This design comes from an exercise in tuning for small area, a short achievable clock period and few clock cycles per item on the open sky130 flow, not from production work. RTL that was checked went through simulation tests only; none was proved equivalent to the original.

Setup of before:
==> flow/design.v <==
module anubis_round_engine #(
    parameter int ROUNDS = 12,
    parameter int IDXW   = 5
) (
    input  logic            clk,
    input  logic            reset,
    input  logic            in_valid,
    output logic            in_ready,
    input  logic [127:0]    in_dat,
    output logic [IDXW-1:0] rk_idx,
    input  logic [127:0]    rk_dat,
    output logic            out_valid,
    input  logic            out_ready,
    output logic [127:0]    out_dat
);
    localparam logic [63:0] PTAB = 64'h128769adcb450ef3;
    localparam logic [63:0] QTAB = 64'h81b7d40fc32a65e9;
    function automatic logic [3:0] pbox(input logic [3:0] x);
        pbox = PTAB[4*x +: 4];
    endfunction
    function automatic logic [3:0] qbox(input logic [3:0] x);
        qbox = QTAB[4*x +: 4];
    endfunction
    function automatic logic [7:0] sbox_front(input logic [7:0] x);
        logic [7:0] a, b;
        a          = {pbox(x[7:4]), qbox(x[3:0])};
        a          = {a[7:6], a[3:2], a[5:4], a[1:0]};
        b          = {qbox(a[7:4]), pbox(a[3:0])};
        sbox_front = {b[7:6], b[3:2], b[5:4], b[1:0]};
    endfunction
    function automatic logic [7:0] sbox_back(input logic [7:0] b);
        sbox_back = {pbox(b[7:4]), qbox(b[3:0])};
    endfunction
    function automatic logic [7:0] x2(input logic [7:0] x);
        x2 = {x[6:0], 1'b0} ^ (x[7] ? 8'h1d : 8'h00);
    endfunction
    function automatic logic [7:0] x4(input logic [7:0] x);
        x4 = x2(x2(x));
    endfunction
    function automatic logic [7:0] byte_of(input logic [127:0] v, input int unsigned n);
        byte_of = v[8*(15-n) +: 8];
    endfunction
    function automatic logic [31:0] theta_mix(input logic [31:0] g);
        logic [7:0] g0, g1, g2, g3, d01, d02, d13, d23;
        g0  = g[31:24];
        g1  = g[23:16];
        g2  = g[15:8];
        g3  = g[7:0];
        d01 = g0 ^ g1;
        d02 = g0 ^ g2;
        d13 = g1 ^ g3;
        d23 = g2 ^ g3;
        theta_mix = {x2(d13) ^ x4(d23),
                     x2(d02) ^ x4(d23),
                     x2(d13) ^ x4(d01),
                     x2(d02) ^ x4(d01)};
    endfunction
    logic [127:0] ra, rb;              
    logic         ph;                  
    logic [1:0]   busy;                
    logic [3:0]   rc0, rc1;            
    logic         ld;                  
    logic         mix_en;              
    logic         stall;
    logic [127:0] f_vec, g_vec, mix_vec, ra_nxt;
    assign stall   = out_valid & ~out_ready;
    assign in_ready = ld;
    assign out_dat = ra;
    always_comb begin
        for (int unsigned i = 0; i < 4; i++)
            for (int unsigned j = 0; j < 4; j++)
                f_vec[8*(15-(4*i+j)) +: 8] = sbox_front(byte_of(ra, 4*j+i));
        for (int unsigned n = 0; n < 16; n++)
            g_vec[8*(15-n) +: 8] = sbox_back(byte_of(rb, n));
        for (int unsigned i = 0; i < 4; i++)
            mix_vec[32*(3-i) +: 32] = theta_mix(g_vec[32*(3-i) +: 32]);
        ra_nxt = (ld ? in_dat : g_vec) ^ rk_dat ^ (mix_vec & {128{mix_en}});
    end
    always_ff @(posedge clk) begin
        if (!stall) begin
            ra <= ra_nxt;
            rb <= f_vec;
        end
    end
    logic       nph;
    logic [1:0] busy_n;
    logic [3:0] rc_cur, rc_oth, rc_cur_n;
    logic       fin;
    assign rc_cur = ph ? rc1 : rc0;
    assign rc_oth = ph ? rc0 : rc1;
    always_comb begin
        nph      = ~ph;
        busy_n   = busy;
        rc_cur_n = rc_cur;
        fin      = 1'b0;
        if (busy[ph]) begin
            if (rc_cur == 4'(ROUNDS)) begin
                busy_n[ph] = 1'b0;
                fin        = 1'b1;
            end
            rc_cur_n = rc_cur + 4'd1;
        end else if (ld && in_valid) begin
            busy_n[ph] = 1'b1;
            rc_cur_n   = 4'd1;
        end
    end
    always_ff @(posedge clk) begin
        if (reset) begin
            ph        <= 1'b0;
            busy      <= 2'b00;
            rc0       <= 4'd0;
            rc1       <= 4'd0;
            ld        <= 1'b1;
            mix_en    <= 1'b0;
            out_valid <= 1'b0;
            rk_idx    <= '0;
        end else if (!stall) begin
            ph        <= nph;
            busy      <= busy_n;
            if (ph) rc1 <= rc_cur_n;
            else    rc0 <= rc_cur_n;
            out_valid <= fin;
            ld        <= ~busy[nph] & ~fin & ~(ld & in_valid);
            mix_en    <= busy[nph] & (rc_oth != 4'(ROUNDS));
            rk_idx    <= busy[nph] ? IDXW'(rc_oth) : '0;
        end
    end
endmodule
==> flow/config.mk <==
export PLATFORM = sky130hd
export DESIGN_NAME = anubis_round_engine
export DESIGN_NICKNAME = anubis_round_engine
export VERILOG_FILES = /design/flow/design.v
export SDC_FILE = /design/flow/constraint.sdc
export NUM_CORES = 4
export LEC_CHECK = 0
export CAP_MARGIN = 20
export CORE_MARGIN = 2
export CORE_UTILIZATION = 50
export CTS_BUF_LIST = sky130_fd_sc_hd__clkbuf_16 sky130_fd_sc_hd__clkbuf_8
export CTS_CLUSTER_DIAMETER = 80
export CTS_CLUSTER_SIZE = 30
export PLACE_DENSITY = 0.6
export SETUP_SLACK_MARGIN = 4.15
export SLEW_MARGIN = 20
==> flow/constraint.sdc <==
create_clock -name core_clock -period 7.0 [get_ports {clk}]
set_input_delay 1.4000 -clock core_clock [delete_from_list [all_inputs] [get_ports {clk}]]
set_output_delay 1.4000 -clock core_clock [all_outputs]
set_load 0.01 [all_outputs]
standard.sh (not shown) runs the stock make flow with config.mk's settings and CLKGATE_MAP_FILE= SYNTH_SCRIPT=/design/flow/synth_recipe.tcl, a recipe that flattens the netlist after the stock synthesis.
==> flow/flow/run.sh <==
#!/bin/bash
# Standard synthesis, then the combinational logic re-mapped by ABC for area
# (flip-flops untouched), then the standard layout from floorplan on, with
# small input-port buffers and stronger output-port buffers.
set -euo pipefail
WORK=$(pwd)
R=$WORK/orfs/results/$FLOW_PLATFORM/anubis_round_engine/base
YOSYS=$(command -v yosys || echo "$FLOW_HOME/../tools/install/yosys/bin/yosys")
bash standard.sh synth > synth_std.log 2>&1
cp "$R/1_2_yosys.v" "$WORK/std_synth.v"
PLATFORM_LIB=$FLOW_HOME/platforms/sky130hd/lib/sky130_fd_sc_hd__tt_025C_1v80.lib \
NET_IN=$WORK/std_synth.v NET_OUT=$WORK/remap.v A_SCRIPT=$WORK/flow/stage.abc B_SCRIPT=$WORK/flow/stage.abc \
    "$YOSYS" -c flow/remap.tcl > remap.log 2>&1
cp "$WORK/remap.v" "$R/1_2_yosys.v"
rm -f "$R/1_synth.odb" "$R/1_synth.sdc"
export PRE_RESIZE_TCL=$WORK/flow/outbuf.tcl
bash standard.sh BUFFER_PORTS_ARGS="-inputs -buffer_cell sky130_fd_sc_hd__buf_1" finish > layout.log 2>&1
Other scripts of this flow, unchanged in this note and not shown: flow/flow/outbuf.tcl, flow/flow/remap.tcl, flow/flow/stage.abc
before completed every stage of the flow, and the final layout passed the timing, DRC and antenna checks.
Testbench counts of before, summed over its fixed seeds: cycles 6,680, items 512.
The inputs of after differ from those of before as listed below.
-- flow/design.v --
<<< before, line 62
    logic         ld;                  
    logic         mix_en;              
    logic         stall;
    logic [127:0] f_vec, g_vec, mix_vec, ra_nxt;
>>> after, line 62
    logic         ld;                  
    logic         mix_en;              
    logic         free;                
    logic         stall;
    logic [127:0] f_vec, g_vec, mix_vec, ra_nxt;
<<< before, line 75
        for (int unsigned i = 0; i < 4; i++)
            mix_vec[32*(3-i) +: 32] = theta_mix(g_vec[32*(3-i) +: 32]);
        ra_nxt = (ld ? in_dat : g_vec) ^ rk_dat ^ (mix_vec & {128{mix_en}});
    end
    always_ff @(posedge clk) begin
>>> after, line 76
        for (int unsigned i = 0; i < 4; i++)
            mix_vec[32*(3-i) +: 32] = theta_mix(g_vec[32*(3-i) +: 32]);
        ra_nxt = (free ? in_dat : g_vec) ^ rk_dat ^ (mix_vec & {128{mix_en}});
    end
    always_ff @(posedge clk) begin
<<< before, line 113
            ld        <= 1'b1;
            mix_en    <= 1'b0;
            out_valid <= 1'b0;
            rk_idx    <= '0;
>>> after, line 114
            ld        <= 1'b1;
            mix_en    <= 1'b0;
            free      <= 1'b1;
            out_valid <= 1'b0;
            rk_idx    <= '0;
<<< before, line 123
            ld        <= ~busy[nph] & ~fin & ~(ld & in_valid);
            mix_en    <= busy[nph] & (rc_oth != 4'(ROUNDS));
            rk_idx    <= busy[nph] ? IDXW'(rc_oth) : '0;
        end
>>> after, line 125
            ld        <= ~busy[nph] & ~fin & ~(ld & in_valid);
            mix_en    <= busy[nph] & (rc_oth != 4'(ROUNDS));
            free      <= ~busy[nph];
            rk_idx    <= busy[nph] ? IDXW'(rc_oth) : '0;
        end
Results
after — utilization 0.35 points lower, before as reference
Clock input transition at the sequential cells of the worst setup and hold paths delta (before -> after): insignificant
From before to after the numbers moved as follows: count of clock-buffer cells in the layout saw an increase.
For after, only the layout was checked, not whether the RTL still works.

Starts from the design.v that is shown in full above.
Settings: LEC_CHECK=0, CAP_MARGIN=20, CORE_MARGIN=2, CORE_UTILIZATION=50, CTS_BUF_LIST=sky130_fd_sc_hd__clkbuf_16 sky130_fd_sc_hd__clkbuf_8, CTS_CLUSTER_DIAMETER=80, CTS_CLUSTER_SIZE=30, PLACE_DENSITY=0.6, SETUP_SLACK_MARGIN=4.15, SLEW_MARGIN=20; clock period 7.0 ns.
==> flow/flow/run.sh <==
#!/bin/bash
# Standard synthesis, then the combinational logic re-mapped by ABC for area
# (flip-flops untouched), then the standard layout from floorplan on, with
# small input-port buffers and stronger output-port buffers.
set -euo pipefail
WORK=$(pwd)
R=$WORK/orfs/results/$FLOW_PLATFORM/anubis_round_engine/base
YOSYS=$(command -v yosys || echo "$FLOW_HOME/../tools/install/yosys/bin/yosys")
bash standard.sh synth > synth_std.log 2>&1
cp "$R/1_2_yosys.v" "$WORK/std_synth.v"
PLATFORM_LIB=$FLOW_HOME/platforms/sky130hd/lib/sky130_fd_sc_hd__tt_025C_1v80.lib \
NET_IN=$WORK/std_synth.v NET_OUT=$WORK/remap.v ABC_ARGS="-D 2000" \
    "$YOSYS" -c flow/remap.tcl > remap.log 2>&1
cp "$WORK/remap.v" "$R/1_2_yosys.v"
rm -f "$R/1_synth.odb" "$R/1_synth.sdc"
export PRE_RESIZE_TCL=$WORK/flow/outbuf.tcl
bash standard.sh BUFFER_PORTS_ARGS="-inputs -buffer_cell sky130_fd_sc_hd__buf_1" finish > layout.log 2>&1
==> flow/flow/outbuf.tcl <==
# Buffer the output ports with a stronger buffer than the input ports get.
buffer_ports -outputs -buffer_cell sky130_fd_sc_hd__buf_2
==> flow/flow/remap.tcl <==
# Re-map the combinational logic of the standard synthesis netlist for area.
# Flip-flops stay the instances (names and cell types) the standard synthesis made.
yosys -import
set LIB $::env(PLATFORM_LIB)
read_liberty -ignore_miss_func -ignore_miss_dir $LIB
read_verilog $::env(NET_IN)
hierarchy -top $::env(FLOW_TOP)
blackbox sky130_fd_sc_hd__df* sky130_fd_sc_hd__edf* sky130_fd_sc_hd__sdf* sky130_fd_sc_hd__dl* sky130_fd_sc_hd__sedf* sky130_fd_sc_hd__conb_1
flatten
opt -purge
abc {*}$::env(ABC_ARGS) -liberty $LIB -dont_use sky130_fd_sc_hd__probe_p_8 -dont_use sky130_fd_sc_hd__probec_p_8 -dont_use sky130_fd_sc_hd__lpflow_*
opt_clean -purge
hilomap -singleton -hicell sky130_fd_sc_hd__conb_1 HI -locell sky130_fd_sc_hd__conb_1 LO
splitnets
opt_clean -purge
stat -liberty $LIB

write_verilog -noattr -nohex -nodec $::env(NET_OUT)
The baseline passed the timing, DRC and antenna checks.
Testbench counts at the start, summed over its fixed seeds: cycles 6,680, items 512.
Rerun with:
--- a/flow/design.v
+++ b/flow/design.v
@@ -22,13 +22,11 @@
         qbox = QTAB[4*x +: 4];
     endfunction
-    function automatic logic [7:0] sbox_front(input logic [7:0] x);
+    function automatic logic [7:0] sbox(input logic [7:0] x);
         logic [7:0] a, b;
-        a          = {pbox(x[7:4]), qbox(x[3:0])};
-        a          = {a[7:6], a[3:2], a[5:4], a[1:0]};
-        b          = {qbox(a[7:4]), pbox(a[3:0])};
-        sbox_front = {b[7:6], b[3:2], b[5:4], b[1:0]};
-    endfunction
-    function automatic logic [7:0] sbox_back(input logic [7:0] b);
-        sbox_back = {pbox(b[7:4]), qbox(b[3:0])};
+        a    = {pbox(x[7:4]), qbox(x[3:0])};
+        a    = {a[7:6], a[3:2], a[5:4], a[1:0]};
+        b    = {qbox(a[7:4]), pbox(a[3:0])};
+        b    = {b[7:6], b[3:2], b[5:4], b[1:0]};
+        sbox = {pbox(b[7:4]), qbox(b[3:0])};
     endfunction
     function automatic logic [7:0] x2(input logic [7:0] x);
@@ -41,5 +39,5 @@
         byte_of = v[8*(15-n) +: 8];
     endfunction
-    function automatic logic [31:0] theta_mix(input logic [31:0] g);
+    function automatic logic [31:0] theta_row(input logic [31:0] g);
         logic [7:0] g0, g1, g2, g3, d01, d02, d13, d23;
         g0  = g[31:24];
@@ -51,8 +49,8 @@
         d13 = g1 ^ g3;
         d23 = g2 ^ g3;
-        theta_mix = {x2(d13) ^ x4(d23),
-                     x2(d02) ^ x4(d23),
-                     x2(d13) ^ x4(d01),
-                     x2(d02) ^ x4(d01)};
+        theta_row = {g0 ^ x2(d13) ^ x4(d23),
+                     g1 ^ x2(d02) ^ x4(d23),
+                     g2 ^ x2(d13) ^ x4(d01),
+                     g3 ^ x2(d02) ^ x4(d01)};
     endfunction
     logic [127:0] ra, rb;              
@@ -61,7 +59,7 @@
     logic [3:0]   rc0, rc1;            
     logic         ld;                  
-    logic         mix_en;              
+    logic         last;                
     logic         stall;
-    logic [127:0] f_vec, g_vec, mix_vec, ra_nxt;
+    logic [127:0] gt_vec, th_vec, b_vec, ra_nxt;
     assign stall   = out_valid & ~out_ready;
     assign in_ready = ld;
@@ -70,15 +68,14 @@
         for (int unsigned i = 0; i < 4; i++)
             for (int unsigned j = 0; j < 4; j++)
-                f_vec[8*(15-(4*i+j)) +: 8] = sbox_front(byte_of(ra, 4*j+i));
-        for (int unsigned n = 0; n < 16; n++)
-            g_vec[8*(15-n) +: 8] = sbox_back(byte_of(rb, n));
+                gt_vec[8*(15-(4*i+j)) +: 8] = sbox(byte_of(ra, 4*j+i));
         for (int unsigned i = 0; i < 4; i++)
-            mix_vec[32*(3-i) +: 32] = theta_mix(g_vec[32*(3-i) +: 32]);
-        ra_nxt = (ld ? in_dat : g_vec) ^ rk_dat ^ (mix_vec & {128{mix_en}});
+            th_vec[32*(3-i) +: 32] = theta_row(rb[32*(3-i) +: 32]);
+        b_vec  = ld ? in_dat : (last ? rb : th_vec);
+        ra_nxt = b_vec ^ rk_dat;
     end
     always_ff @(posedge clk) begin
         if (!stall) begin
             ra <= ra_nxt;
-            rb <= f_vec;
+            rb <= gt_vec;
         end
     end
@@ -112,5 +109,5 @@
             rc1       <= 4'd0;
             ld        <= 1'b1;
-            mix_en    <= 1'b0;
+            last      <= 1'b0;
             out_valid <= 1'b0;
             rk_idx    <= '0;
@@ -122,5 +119,5 @@
             out_valid <= fin;
             ld        <= ~busy[nph] & ~fin & ~(ld & in_valid);
-            mix_en    <= busy[nph] & (rc_oth != 4'(ROUNDS));
+            last      <= busy[nph] & (rc_oth == 4'(ROUNDS));
             rk_idx    <= busy[nph] ? IDXW'(rc_oth) : '0;
         end
The changed run finished with timing, DRC and antenna clean.
Worst setup slack degrades by 0.075 ns.
Area after synthesis climbs by 0.47%.
Die area rises by 0.47%.
Worst hold slack gets worse by 0.0089 ns.
First-iteration DRC count drops by 12%.
Testbench counts after the change, summed over its fixed seeds: cycles 6,680, items 512.

## afterwards: timing with drivers on the ports
Ports are ideal in the flow. The routed layouts listed here were re-timed in OpenROAD. Step 1, drivers: a clkbuf_16 drives clk and a buf_2 each remaining input, both assumed. Step 2 moves the port delays by t, midway between the first and last clock arrival at a register: inputs arrive t later, outputs are due t later. That takes back most of the time a late clock gives input paths. Slacks: no drivers / after step 1 / after step 2; pairs: no drivers / after step 1.
run	shift t [ns]	setup slack, ns	hold slack, ns	worst register clock-pin slew, ns	pins driven straight from the clock port
before	0.632	4.173 / 4.113 / 3.636	0.465 / 0.465 / 0.465	0.10 / 0.10	1
after	0.615	4.183 / 4.124 / 3.664	0.472 / 0.472 / 0.472	0.09 / 0.09	1
the first run of note 2	0.627	4.212 / 4.149 / 3.676	0.470 / 0.470 / 0.470	0.10 / 0.10	1
the second run of note 2	0.626	4.137 / 4.081 / 4.019	0.461 / 0.461 / 0.461	0.08 / 0.08	1
After both steps every run listed still meets setup and hold. The setup slack of before, which loses most, moves by -0.060 ns with the drivers and by -0.537 ns with both steps.
